This is an optimization exercise on Yosys and OpenROAD, whose aim is small area and a short achievable clock period, not a production implementation. In this exercise RTL edits were held to simulation tests only and were not proved equivalent to the original. Power and IR drop assume default switching activity.

==> flow/design.v (excerpt) <==
module ex_unit (
    input  logic        clk,
    input  logic        reset_i,
    input  logic        issue_valid_i,
    input  logic [31:0] issue_pc_i,
    input  logic [31:0] issue_inst_i,
    input  logic [31:0] issue_rs1_i,
    input  logic [31:0] issue_rs2_i,
    output logic        wb_we_o,
    output logic [4:0]  wb_rd_o,
    output logic [31:0] wb_data_o,
    output logic        jump_flag_o,
    output logic [31:0] jump_addr_o
);
    ex_top u_top (
        .clk(clk), .reset_i(reset_i), .valid_i(issue_valid_i), .pc_i(issue_pc_i),
        .inst_i(issue_inst_i), .rs1_i(issue_rs1_i), .rs2_i(issue_rs2_i),
        .wb_we_o(wb_we_o), .wb_rd_o(wb_rd_o), .wb_data_o(wb_data_o),
        .jump_flag_o(jump_flag_o), .jump_addr_o(jump_addr_o)
    );
endmodule
export LEC_CHECK = 0
export CAP_MARGIN = 20
export CORE_MARGIN = 2
export CORE_UTILIZATION = 40
export SETUP_SLACK_MARGIN = 2.5
export SLEW_MARGIN = 20
create_clock -name core_clock -period 5.0 [get_ports {clk}]
standard.sh (not shown) runs the stock make flow with config.mk's settings and CLKGATE_MAP_FILE= SYNTH_SCRIPT=/design/flow/synth_recipe.tcl, a recipe that flattens the netlist after the stock synthesis.
==> flow/flow/run.sh <==
#!/bin/bash
# Standard ORFS layout; only the port buffers differ: small buffers instead of
# the resizer's default pick.
set -euo pipefail
export BUFFER_PORTS_ARGS="-buffer_cell sky130_fd_sc_hd__buf_2"
bash standard.sh > standard.log 2>&1
Edit:
--- a/flow/config.mk
+++ b/flow/config.mk
@@ -10,3 +10,2 @@
 export CORE_UTILIZATION = 40
-export SETUP_SLACK_MARGIN = 2.5
 export SLEW_MARGIN = 20
- utilization shrinks by 6.5 points
- die area is unchanged
- clock skew hardly moves
- power shrinks by 0.63%
- worst hold slack stays flat
- via count drops by 5.5%
Edit:
--- a/flow/config.mk
+++ b/flow/config.mk
@@ -9,3 +9,4 @@
 export CORE_MARGIN = 2
-export CORE_UTILIZATION = 40
+export CORE_UTILIZATION = 60
+export SETUP_SLACK_MARGIN = 2.2
 export SLEW_MARGIN = 20
Result: The changed run completed without violations; synthesized area is unchanged; clock power goes down by about 10%; first-iteration DRC count goes up by 37%.

* * *

ex_unit, a different RTL version from the one above (not shown whole).
Size in the first run: roughly 190 flip-flops, ~0.011 mm² of cells after synthesis.
==> flow/config.mk <==
export PLATFORM = sky130hd
export DESIGN_NAME = ex_unit
export DESIGN_NICKNAME = ex_unit
export VERILOG_FILES = /design/flow/design.v
export SDC_FILE = /design/flow/constraint.sdc
export NUM_CORES = 4
export LEC_CHECK = 0
export CAP_MARGIN = 20
export CORE_MARGIN = 2
export CORE_UTILIZATION = 40
export CTS_BUF_LIST = sky130_fd_sc_hd__clkbuf_8
export CTS_CLUSTER_SIZE = 10
export SETUP_SLACK_MARGIN = 2.45
export SLEW_MARGIN = 20
==> flow/constraint.sdc <==
create_clock -name core_clock -period 5.0 [get_ports {clk}]
set_input_delay 1.0000 -clock core_clock [delete_from_list [all_inputs] [get_ports {clk}]]
set_output_delay 1.0000 -clock core_clock [all_outputs]
set_load 0.01 [all_outputs]
==> flow/flow/run.sh <==
#!/bin/bash
# Standard ORFS layout; only the port buffers differ: small buffers instead of
# the resizer's default pick.
set -euo pipefail
export BUFFER_PORTS_ARGS="-buffer_cell sky130_fd_sc_hd__buf_1"
bash standard.sh > standard.log 2>&1
The first run produced a clean layout.
Change:
--- a/flow/config.mk
+++ b/flow/config.mk
@@ -7,0 +8 @@
+export ABC_AREA = 1
@@ -12 +12,0 @@
-export CTS_CLUSTER_SIZE = 10
Outcome:
- utilization decreases by 3.9 points
- die area increases by a little under a tenth
- cell area increases slightly
- worst hold slack loses 0.039 ns
- global-route usage increases by 1.7 points
- non-clock buffer count decreases by 29
- via count increases by about a fifth
- fmax decreases slightly
- cell count increases by a quarter to a third
- power increases slightly
- first-iteration DRC count increases by a quarter to a third
Change:
--- a/flow/config.mk
+++ b/flow/config.mk
@@ -8 +7,0 @@
-export ABC_AREA = 1
@@ -12 +11 @@
-export CTS_BUF_LIST = sky130_fd_sc_hd__clkbuf_8
+export CTS_BUF_LIST = sky130_fd_sc_hd__clkbuf_4 sky130_fd_sc_hd__clkbuf_8
Routed wire length went down by roughly a tenth.
Sequential power barely changes.
Clock-buffer cell count went up by 2.
Critical path depth does not change.
Clock skew stays flat.
Area after synthesis went down by a little under a tenth.
Core utilization went up by 3.9 points.
Worst setup slack is better by 0.0089 ns.
Final cell count went down by about a fifth.
First-iteration DRC count went down by about a fifth.
Change:
--- a/flow/config.mk
+++ b/flow/config.mk
@@ -10,2 +10,2 @@
-export CORE_UTILIZATION = 40
-export CTS_BUF_LIST = sky130_fd_sc_hd__clkbuf_4 sky130_fd_sc_hd__clkbuf_8
+export CORE_UTILIZATION = 55
+export CTS_BUF_LIST = sky130_fd_sc_hd__clkbuf_8
=> Sequential power is about the same. Power grows by a few percent. First-iteration DRC count grows by a quarter to a third. Core utilization grows by 18 points. Flip-flop and latch count does not change. Final cell count shrinks by a few percent.
Change:
--- a/flow/config.mk
+++ b/flow/config.mk
@@ -10 +10 @@
-export CORE_UTILIZATION = 55
+export CORE_UTILIZATION = 40
=>
- worst setup slack gains 0.14 ns
- flip-flop and latch count is unchanged
- first-iteration DRC count went down by 20%

* * *

== run A ==
ex_unit again, from the RTL that the note above started with.
Settings: LEC_CHECK=0, CAP_MARGIN=20, CORE_MARGIN=2, CORE_UTILIZATION=40, CTS_BUF_LIST=sky130_fd_sc_hd__clkbuf_8, SETUP_SLACK_MARGIN=2.6, SLEW_MARGIN=20; clock period 5.0 ns.
Scripts as last shown in full above: flow/flow/run.sh
Run A completed; timing, DRC and antenna clean
#### Input delta (run B over run A)
Settings: SETUP_SLACK_MARGIN changed from 2.6 to 2.35.
Notes after the runs:
- On run B: final cell count is 49 lower than what run A gave.
- In the metrics for run A and run B, the one carrying the lower final worst-path setup slack is run B.
- Endpoint of the worst setup timing path: u_top.u_alu.other_q[4] -> run B, u_top.u_alu.sum_q[23] -> run A
- Run B | stages: all done | timing, DRC, antenna: all pass
- The final layout from run A, which completed every stage, passed the timing, DRC and antenna checks at the end of the flow.
- Compared with run A, run B shows a post-route cell area that is 1400 µm² lower.
- Run B — worst-path maximum fanout 12 higher, run A as reference
- Register area: run A and run B compared, higher one is run A
- Going from run A to run B, clock period minus worst slack has increased, first-pass GRT wire length decreased by 2700 µm relative to the old numbers, via count decreased 412.
Modified inputs, run C compared to run B
Settings: SETUP_SLACK_MARGIN now 2.45, was 2.35; GPL_ROUTABILITY_DRIVEN now 0, previously not set.
[summary]
STATUS minimum clock period after layout: run C wins against run B
Comparing run B and run C, the higher fraction of power consumed by the clock network is on run B.
From run C to run B, antenna diode instance count did not move at all.
Worst relative slew slack delta (run C − run B): favourable
For the maximum cell stage delay along the critical path, run C came in 0.27 ns lower than run B did.
Setup changes, run C to run D
Settings: SYNTH_HIERARCHICAL now 1, previously not set; GPL_ROUTABILITY_DRIVEN no longer set, was 0.
Notes after the runs:
Run C finished every stage and its layout cleared the timing, DRC and antenna checks. Run D completed; timing, DRC and antenna clean. Relative to run C, total power consumption of the routed design has gone down in run D. Die area is lower on run C. Re part of the power in combinational logic: run C was lower than run D. Comparing setup slack for run D and run C, the smaller number came from run D. Clock-pin slew of the registers on the worst-case setup and hold paths delta (run C -> run D): insignificant.

## re-timing with driven ports
In the flow no input, the clock included, has a driving cell. The finished layouts below were timed again as built, in two steps. Step 1 (the two cells are an assumption about what drives the block):
set clk [get_ports {clk}]
set_driving_cell -lib_cell sky130_fd_sc_hd__clkbuf_16 $clk
set_driving_cell -lib_cell sky130_fd_sc_hd__buf_2 [delete_from_list [all_inputs] $clk]
Step 2 also shifts input and output timing later by t, the mid clock arrival at the registers, as if the neighbouring blocks saw the same clock. Slacks: no drivers / after step 1 / after step 2; pairs: no drivers / after step 1.
run	t, ns	slack for setup (ns)	worst register clock-pin slew, ns	worst data-port slew with drivers (ns)
the first run of note 1	0.491	2.213 / 2.213 / 2.052	0.09 / 0.09	0.07
the second run of note 1	0.492	1.635 / 1.635 / 1.498	0.08 / 0.08	0.07
the third run of note 1	0.489	2.145 / 2.145 / 1.742	0.08 / 0.08	0.07
the first run of note 2	0.530	2.482 / 2.490 / 1.974	0.12 / 0.12	0.07
the second run of note 2	0.538	2.474 / 2.502 / 1.964	0.12 / 0.12	0.06
the third run of note 2	0.530	2.482 / 2.490 / 1.974	0.12 / 0.12	0.07
the fourth run of note 2	0.513	2.343 / 2.343 / 1.984	0.12 / 0.12	0.07
the fifth run of note 2	0.530	2.482 / 2.490 / 1.974	0.12 / 0.12	0.07
run A	0.534	2.479 / 2.479 / 2.094	0.12 / 0.12	0.06
run B	0.517	2.363 / 2.363 / 1.937	0.12 / 0.12	0.05
run C	0.525	2.431 / 2.431 / 1.938	0.12 / 0.12	0.07
run D	0.524	2.419 / 2.419 / 1.944	0.12 / 0.12	0.05
After both steps every run listed still meets setup and hold. The setup slack of the second run of note 2, which loses most, moves by +0.028 ns with the drivers and by -0.510 ns with both steps.
